Source: an optimization exercise on an open RTL-to-GDS flow (aim: small area). Production flows keep margins and buffers that such runs may drop.
Function was checked by simulation only, so behaviour that the tests miss may differ from the original.
Power is estimated from default activity; no workload was simulated.

==> inputs of run a <==
==> flow/design.v (excerpt) <==
module des_key_schedule
(
	input logic clk,
	input logic reset,
	input logic key_load,
	input logic key_decrypt,
	input logic [1:64] user_key,
	output logic keys_valid,
	output logic [1:768] round_keys   
);
==> module des_key_schedule, before the edit <==
module des_key_schedule
(
	input logic clk,
	input logic reset,
	input logic key_load,
	input logic key_decrypt,
	input logic [1:64] user_key,
	output logic keys_valid,
	output logic [1:768] round_keys   
);
	localparam int depth = 17;   
	function automatic int total_shift(input int r);
		total_shift = 0;
		for (int j = 1; j <= r; j++) total_shift = total_shift + des_key_tables_pkg::enc_shift_table(j);
	endfunction
	function automatic int key_src(input int r, input int i);
		if (des_key_tables_pkg::pc2_table(i) <= 28)
			key_src = (des_key_tables_pkg::pc2_table(i) - 1 + total_shift(r)) % 28 + 1;
		else
			key_src = (des_key_tables_pkg::pc2_table(i) - 29 + total_shift(r)) % 28 + 29;
	endfunction
	logic [1:56] pc1_sel;
	always_comb begin
		for (int i = 1; i <= 56; i++) pc1_sel[i] = user_key[des_key_tables_pkg::pc1_table(i)];
	end
	logic [1:56 * depth] cd_q;
	logic [0:depth - 1] dec_q;
	logic [0:depth - 1] valid_q;
	always_ff @(posedge clk) begin
		cd_q <= {pc1_sel, cd_q[1:56 * (depth - 1)]};
		dec_q <= {key_decrypt, dec_q[0:depth - 2]};
	end
	always_ff @(posedge clk) begin
		if (reset) begin
			valid_q <= '0;
		end else begin
			valid_q <= {key_load, valid_q[0:depth - 2]};
		end
	end
	logic [1:56] cd_last;
	logic dec_last;
	logic [1:56] enc_gate_n;   
	logic [1:56] dec_gate_n;   
	assign cd_last = cd_q[56 * (depth - 1) + 1:56 * depth];
	assign dec_last = dec_q[depth - 1];
	assign enc_gate_n = ~(cd_last & {56{~dec_last}});
	assign dec_gate_n = ~(cd_last & {56{dec_last}});
	always_comb begin
		for (int k = 1; k <= 16; k++) begin
			for (int i = 1; i <= 48; i++) begin
				round_keys[48 * (k - 1) + i] = ~(enc_gate_n[key_src(k, i)] & dec_gate_n[key_src(17 - k, i)]);
			end
		end
	end
	assign keys_valid = valid_q[depth - 1];
endmodule
clock: 5.0 ns
lec_check: 0
cap_margin: 20
core_margin: 2
core_utilization: 40
slew_margin: 20
run.sh (not shown) runs the stock make flow with config.mk's settings and CLKGATE_MAP_FILE= SYNTH_SCRIPT=/design/flow/synth_recipe.tcl, a recipe that flattens the netlist after the stock synthesis.
==> run b: changes against run a <==
--- a/flow/design.v
+++ b/flow/design.v
@@ -77,3 +77,3 @@
 	logic [0:depth - 1] dec_q;
-	logic [0:depth - 1] valid_q;
+	logic [0:depth - 1] valid_q;   
 	always_ff @(posedge clk) begin
@@ -83,6 +83,6 @@
 	always_ff @(posedge clk) begin
-		if (reset) begin
-			valid_q <= '0;
-		end else begin
-			valid_q <= {key_load, valid_q[0:depth - 2]};
+		valid_q[0] <= key_load & ~reset;
+		for (int j = 1; j < depth; j++) begin
+			if (j % 2 == 1) valid_q[j] <= ~(valid_q[j - 1] & ~reset);
+			else valid_q[j] <= ~(valid_q[j - 1] | reset);
 		end
==> flow/flow/run.sh (new file) <==
#!/bin/bash
# The standard layout with two changes: the port buffers use the smallest
# buffer cell, and clock tree synthesis uses larger sink clusters of clkbuf_4 and clkbuf_8
# and no dummy loads. Each tool's output is kept in standard.log.
set -e
cd "$(dirname "$0")/.."
cat >> "$FLOW_CONFIG" <<'CFG'
export BUFFER_PORTS_ARGS = -buffer_cell sky130_fd_sc_hd__buf_1
export CTS_ARGS = -sink_clustering_enable -repair_clock_nets -dont_use_dummy_load -buf_list {sky130_fd_sc_hd__clkbuf_4 sky130_fd_sc_hd__clkbuf_8} -sink_clustering_size 20 -sink_clustering_max_diameter 50
CFG
bash standard.sh > standard.log 2>&1
==> flow/standard.sh (new file) <==
#!/bin/bash
# synth_recipe.tcl (not shown) runs the flow's synth.tcl, then flattens the netlist and writes it again
# the make line also repeats each setting of config.mk as NAME=value (left out here)
make -C /OpenROAD-flow-scripts/flow DESIGN_CONFIG=/design/flow/config.mk WORK_HOME=/design/flow/orfs CLKGATE_MAP_FILE= SYNTH_SCRIPT=/design/flow/synth_recipe.tcl "${@:-finish}"
--- a/flow/config.mk
+++ b/flow/config.mk
@@ -7,2 +7,3 @@
 export LEC_CHECK = 0
+export ABC_AREA = 1
 export CAP_MARGIN = 20
@@ -10,2 +11,5 @@
 export CORE_UTILIZATION = 40
+export GPL_TIMING_DRIVEN = 0
 export SLEW_MARGIN = 20
+export BUFFER_PORTS_ARGS = -buffer_cell sky130_fd_sc_hd__buf_1
+export CTS_ARGS = -sink_clustering_enable -repair_clock_nets -dont_use_dummy_load -buf_list {sky130_fd_sc_hd__clkbuf_4 sky130_fd_sc_hd__clkbuf_8} -sink_clustering_size 20 -sink_clustering_max_diameter 50
removed: flow/run.sh
==> comparison <==
- In run b the maximum frequency is smaller than in run a, by 2.3%.
- Of run a and run b, run a has the higher area after synthesis (gap 27%, measured against run b).
- Of run a and run b, run a has the higher sequential power (gap about 2%, measured against run b).
- Via count: run a is lower than run b (about 4%).
- In flip-flop and latch count, run b and run a do not differ.
- Against run b, the combinational power of run a is larger by 51%.
- Against run b, the clock-buffer cell count of run a is higher by 45.
- In run b the worst setup slack is worse than in run a, by 0.094 ns.
- Of run a and run b, run b has the higher non-clock buffer count (gap 141).
- Against run b, the wire length of run a is smaller by about 15%.
- Of run a and run b, run a has the higher clock power (gap 80%, measured against run b).
==> figures <==
|  | run b | run a |
|---|---|---|
| Outcome | timing/DRC/antenna clean | timing/DRC/antenna clean |
| Total CTS buffers | 73 | 86 |
| Relative area of non-clock buffer cells in the final design | 15.26% | 21.06% |
| Count of non-filler cells in the finished layout | 3694 | 3765 |
| Placeable core region | 0.06013 mm^2 | 0.07620 mm^2 |
| Syn avg cell area | 12.08 um^2 | 15.71 um^2 |
| Worst Reg-to-Reg Cells | 0 | 1 |
| Area of the mapped netlist | 0.02428 mm^2 | 0.03087 mm^2 |
| Synth Area in Simple Gates | 13.00% | 0.3445% |
| Placement-stage cell area | 0.02837 mm^2 | 0.03928 mm^2 |
| Hold Path End | dec_q[4] | cd_q[914] |
| Power in the clock group | 3.57 mW | 6.43 mW |
| Placed cells | 3620 | 3612 |
| LEAKAGE | 14.10 nW | 17.76 nW |
| Wire length reported by the detailed router | 105700 um | 90290 um |
| Relative area of clock buffers and inverters in the final design | 3.420% | 6.742% |
| Seq area share | 67.20% | 46.92% |
| Multiplexer share of the synthesized area | 0% | 29.96% |
| Post-layout minimum cycle time | 4.068 ns | 3.974 ns |
| Final worst clock skew | 0.07394 ns | 0.02055 ns |
| Clock network fraction of design power | 26.4% | 37.1% |
| Worst R2R Setup Slack | 4.48 ns | 4.43 ns |
| Area of the multi-input gates | 0.003157 mm^2 | 0.009355 mm^2 |

==> job 1432 <==
RTL: one of the versions met above, not the one the previous note started from.
==> module des_key_schedule, before the edit <==
module des_key_schedule
(
	input logic clk,
	input logic reset,
	input logic key_load,
	input logic key_decrypt,
	input logic [1:64] user_key,
	output logic keys_valid,
	output logic [1:768] round_keys   
);
	localparam int depth = 17;   
	function automatic int total_shift(input int r);
		total_shift = 0;
		for (int j = 1; j <= r; j++) total_shift = total_shift + des_key_tables_pkg::enc_shift_table(j);
	endfunction
	function automatic int key_src(input int r, input int i);
		if (des_key_tables_pkg::pc2_table(i) <= 28)
			key_src = (des_key_tables_pkg::pc2_table(i) - 1 + total_shift(r)) % 28 + 1;
		else
			key_src = (des_key_tables_pkg::pc2_table(i) - 29 + total_shift(r)) % 28 + 29;
	endfunction
	logic [1:56] pc1_sel;
	always_comb begin
		for (int i = 1; i <= 56; i++) pc1_sel[i] = user_key[des_key_tables_pkg::pc1_table(i)];
	end
	logic [1:56 * depth] cd_q;
	logic [0:depth - 1] dec_q;
	logic [0:depth - 1] valid_q;   
	always_ff @(posedge clk) begin
		cd_q <= {pc1_sel, cd_q[1:56 * (depth - 1)]};
		dec_q <= {key_decrypt, dec_q[0:depth - 2]};
	end
	always_ff @(posedge clk) begin
		valid_q[0] <= key_load & ~reset;
		for (int j = 1; j < depth; j++) begin
			if (j % 2 == 1) valid_q[j] <= ~(valid_q[j - 1] & ~reset);
			else valid_q[j] <= ~(valid_q[j - 1] | reset);
		end
	end
	logic [1:56] cd_last;
	logic dec_last;
	logic [1:56] enc_gate_n;   
	logic [1:56] dec_gate_n;   
	assign cd_last = cd_q[56 * (depth - 1) + 1:56 * depth];
	assign dec_last = dec_q[depth - 1];
	assign enc_gate_n = ~(cd_last & {56{~dec_last}});
	assign dec_gate_n = ~(cd_last & {56{dec_last}});
	always_comb begin
		for (int k = 1; k <= 16; k++) begin
			for (int i = 1; i <= 48; i++) begin
				round_keys[48 * (k - 1) + i] = ~(enc_gate_n[key_src(k, i)] & dec_gate_n[key_src(17 - k, i)]);
			end
		end
	end
	assign keys_valid = valid_q[depth - 1];
endmodule
clock: 5.0 ns
lec_check: 0
abc_area: 1
cap_margin: 20
core_margin: 2
core_utilization: 60
slew_margin: 20
buffer_ports_args: -buffer_cell sky130_fd_sc_hd__buf_1
cts_args: -sink_clustering_enable -repair_clock_nets -dont_use_dummy_load -buf_list sky130_fd_sc_hd__clkbuf_8 -sink_clustering_size 25 -sink_clustering_max_diameter 50
standard.sh (not shown) runs the stock make flow with config.mk's settings and CLKGATE_MAP_FILE= SYNTH_SCRIPT=/design/flow/synth_recipe.tcl, a recipe that flattens the netlist after the stock synthesis.
==> flow/flow/run.sh <==
#!/bin/bash
# The standard layout with two changes: the port buffers use the smallest
# buffer cell, and clock tree synthesis uses larger sink clusters of clkbuf_8
# and no dummy loads. Each tool's output is kept in standard.log.
set -e
cd "$(dirname "$0")/.."
cat >> "$FLOW_CONFIG" <<'CFG'
export BUFFER_PORTS_ARGS = -buffer_cell sky130_fd_sc_hd__buf_1
export CTS_ARGS = -sink_clustering_enable -repair_clock_nets -dont_use_dummy_load -buf_list sky130_fd_sc_hd__clkbuf_8 -sink_clustering_size 25 -sink_clustering_max_diameter 50
CFG
bash standard.sh > standard.log 2>&1
==> job 959: changes against job 1432 <==
--- a/flow/design.v
+++ b/flow/design.v
@@ -77,3 +77,3 @@
 	logic [0:depth - 1] dec_q;
-	logic [0:depth - 1] valid_q;   
+	logic [0:depth - 1] valid_q;
 	always_ff @(posedge clk) begin
@@ -83,6 +83,6 @@
 	always_ff @(posedge clk) begin
-		valid_q[0] <= key_load & ~reset;
-		for (int j = 1; j < depth; j++) begin
-			if (j % 2 == 1) valid_q[j] <= ~(valid_q[j - 1] & ~reset);
-			else valid_q[j] <= ~(valid_q[j - 1] | reset);
+		if (reset) begin
+			valid_q <= '0;
+		end else begin
+			valid_q <= {key_load, valid_q[0:depth - 2]};
 		end
==> flow/run.sh (new file) <==
#!/bin/bash
# synth_recipe.tcl (not shown) runs the flow's synth.tcl, then flattens the netlist and writes it again
# the make line also repeats each setting of config.mk as NAME=value (left out here)
make -C /OpenROAD-flow-scripts/flow DESIGN_CONFIG=/design/flow/config.mk WORK_HOME=/design/flow/orfs CLKGATE_MAP_FILE= SYNTH_SCRIPT=/design/flow/synth_recipe.tcl finish
==> flow/config.mk (replaced) <==
export PLATFORM = sky130hd
export DESIGN_NAME = des_key_schedule
export DESIGN_NICKNAME = des_key_schedule
export VERILOG_FILES = /design/flow/design.v
export SDC_FILE = /design/flow/constraint.sdc
export NUM_CORES = 4
export LEC_CHECK = 0
export ABC_AREA = 1
export CAP_MARGIN = 20
export CORE_MARGIN = 2
export CORE_UTILIZATION = 40
export CTS_BUF_LIST = sky130_fd_sc_hd__clkbuf_4
export CTS_CLUSTER_SIZE = 30
export SLEW_MARGIN = 20
removed: flow/flow/run.sh
removed: flow/standard.sh
==> job 4496: changes against job 1432 <==
==> flow/flow/run.sh (replaced) <==
#!/bin/bash
# The standard layout with these changes:
#  - the port buffers use the smallest buffer cell;
#  - global placement does not keep the resizer's early buffering;
#  - NAND gates that synthesis upsized go back to size 1 before floorplan;
#  - clock tree synthesis uses larger sink clusters of clkbuf_4 and clkbuf_8
#    and no dummy loads.
# Each tool's output goes to a log file of its own in this folder.
set -e
cd "$(dirname "$0")/.."
cat >> "$FLOW_CONFIG" <<'CFG'
export BUFFER_PORTS_ARGS = -buffer_cell sky130_fd_sc_hd__buf_1
export GPL_KEEP_OVERFLOW = 0
export CTS_ARGS = -sink_clustering_enable -repair_clock_nets -dont_use_dummy_load -buf_list {sky130_fd_sc_hd__clkbuf_4 sky130_fd_sc_hd__clkbuf_8} -sink_clustering_size 20 -sink_clustering_max_diameter 50
CFG
bash standard.sh synth > synth.log 2>&1
SYNTH_ODB=orfs/results/sky130hd/des_key_schedule/base/1_synth.odb openroad -no_init -exit flow/downsize.tcl > downsize.log 2>&1
bash standard.sh > standard.log 2>&1
==> flow/flow/downsize.tcl (new file) <==
# Synthesis upsizes a few high-fanout NAND gates; timing has ample slack, so
# give them back their smallest size before placement (the resizer adds
# buffers later where a net needs them).
set f $::env(SYNTH_ODB)
read_db $f
set small [[ord::get_db] findMaster sky130_fd_sc_hd__nand2_1]
set n 0
foreach i [[ord::get_db_block] getInsts] {
  if {[[$i getMaster] getName] eq "sky130_fd_sc_hd__nand2_2"} {
    $i swapMaster $small
    incr n
  }
}
puts "downsized $n instances"
write_db $f
--- a/flow/config.mk
+++ b/flow/config.mk
@@ -10,5 +10,6 @@
 export CORE_MARGIN = 2
-export CORE_UTILIZATION = 60
+export CORE_UTILIZATION = 40
 export SLEW_MARGIN = 20
 export BUFFER_PORTS_ARGS = -buffer_cell sky130_fd_sc_hd__buf_1
-export CTS_ARGS = -sink_clustering_enable -repair_clock_nets -dont_use_dummy_load -buf_list sky130_fd_sc_hd__clkbuf_8 -sink_clustering_size 25 -sink_clustering_max_diameter 50
+export GPL_KEEP_OVERFLOW = 0
+export CTS_ARGS = -sink_clustering_enable -repair_clock_nets -dont_use_dummy_load -buf_list {sky130_fd_sc_hd__clkbuf_4 sky130_fd_sc_hd__clkbuf_8} -sink_clustering_size 20 -sink_clustering_max_diameter 50
==> job 8875: changes against job 1432 <==
==> flow/flow/run.sh (replaced) <==
#!/bin/bash
# The standard layout with two changes: the port buffers use the smallest
# buffer cell, and clock tree synthesis uses larger sink clusters of clkbuf_4 and clkbuf_8
# and no dummy loads. Each tool's output is kept in standard.log.
set -e
cd "$(dirname "$0")/.."
cat >> "$FLOW_CONFIG" <<'CFG'
export BUFFER_PORTS_ARGS = -buffer_cell sky130_fd_sc_hd__buf_1
export CTS_ARGS = -sink_clustering_enable -repair_clock_nets -dont_use_dummy_load -buf_list {sky130_fd_sc_hd__clkbuf_4 sky130_fd_sc_hd__clkbuf_8} -sink_clustering_size 20 -sink_clustering_max_diameter 50
CFG
bash standard.sh > standard.log 2>&1
==> flow/config.mk (replaced) <==
export PLATFORM = sky130hd
export DESIGN_NAME = des_key_schedule
export DESIGN_NICKNAME = des_key_schedule
export VERILOG_FILES = /design/flow/design.v
export SDC_FILE = /design/flow/constraint.sdc
export NUM_CORES = 4
export LEC_CHECK = 0
export ABC_AREA = 1
export CAP_MARGIN = 0
export CORE_MARGIN = 2
export CORE_UTILIZATION = 40
export SLEW_MARGIN = 0
export BUFFER_PORTS_ARGS = -buffer_cell sky130_fd_sc_hd__buf_1
export CTS_ARGS = -sink_clustering_enable -repair_clock_nets -dont_use_dummy_load -buf_list {sky130_fd_sc_hd__clkbuf_4 sky130_fd_sc_hd__clkbuf_8} -sink_clustering_size 20 -sink_clustering_max_diameter 50
==> impl_metrics.py <==
metrics = {
    "yosys": {
        "ys_seq_area_frac": 0.813,
        "synth_top_area_share": 0.813,
        "yosysUniqueCellTypes": 10,
        "synth.net_count": 2079,
        "syn_avg_cell_area_um2": 12.0,
        "ys_top_cells_by_area": "dfxtp_1 81%, nand2_1 12%, buf_4 3.8%",
    },
    "floorplanning": {
        "fp.dieH_um": 250,
        "fp-row-count": 90,
        "initial_core_util": 0.402,
    },
    "status": {
        "status": "complete, no violations",
    },
}
-- figures above: job 4496

==> impl_metrics.py <==
metrics = {
    "yosys": {
        "yosysUniqueCellTypes": 10,
        "ys_top_cells_by_area": "dfxtp_1 81%, nand2_1 12%, buf_4 3.8%",
        "syn_avg_cell_area_um2": 12.1,
        "synth.net_count": 2079,
        "synth_top_area_share": 0.813,
        "ys_seq_area_frac": 0.813,
    },
    "status": {
        "status": "complete, no violations",
    },
}
-- figures above: job 8875

==> impl_metrics.py <==
metrics = {
    "floorplanning": {
        "initial_core_util": 0.404,
        "fp-row-count": 90,
    },
    "yosys": {
        "synth_top_area_share": 0.811,
        "ys_seq_area_frac": 0.811,
        "yosysUniqueCellTypes": 11,
        "ys_top_cells_by_area": "dfxtp_1 81%, nand2_1 12%, buf_4 3.8%",
        "syn_avg_cell_area_um2": 12.0,
    },
    "status": {
        "status": "complete, no violations",
    },
}
-- figures above: job 959

==> impl_metrics.py <==
metrics = {
    "yosys": {
        "synth_top_area_share": 0.813,
        "yosysUniqueCellTypes": 10,
        "ys_top_cells_by_area": "dfxtp_1 81%, nand2_1 12%, buf_4 3.8%",
        "syn_avg_cell_area_um2": 12.1,
        "ys_seq_area_frac": 0.813,
        "synth.net_count": 2079,
    },
    "status": {
        "status": "stopped before the end",
        "tool.error": "[ERROR PPL-0024] Number of IO pins (837) exceeds maximum number of available positions (736). Increase the die perimeter from 820.72um to 1138.32um.",
        "haltStage": "I/O pin placement",
    },
    "floorplanning": {
        "fp-row-count": 73,
    },
}
-- figures above: job 1432

-- separate check: timing with driven ports --
Ports are ideal in the flow. The routed layouts listed here were re-timed in OpenROAD. Step 1 sets driving cells, clkbuf_16 on the clock port and buf_2 on the other inputs (assumed; they add their load-dependent delay and slew). Step 2 adds t to the input delays and takes it off the output delays; t is the mean of the earliest and latest rising clock arrival at the registers after step 1. Input paths then give back, and output paths get back, about the clock's delay inside the block. Slacks: no drivers / after step 1 / after step 2; pairs: no drivers / after step 1.
run	t, ns	setup WS [ns]	worst data-port slew with drivers (ns)	cell pins on the clock port's net
run a	0.669	1.026 / 0.967 / 1.636	0.09	1
run b	0.707	0.932 / 0.873 / 1.580	0.07	1
job 959	0.897	0.236 / 0.179 / 1.075	0.10	1
job 4496	0.685	0.314 / 0.268 / 0.953	0.06	1
job 8875	0.679	0.607 / 0.552 / 1.231	0.09	1
After both steps every run listed still meets setup and hold.
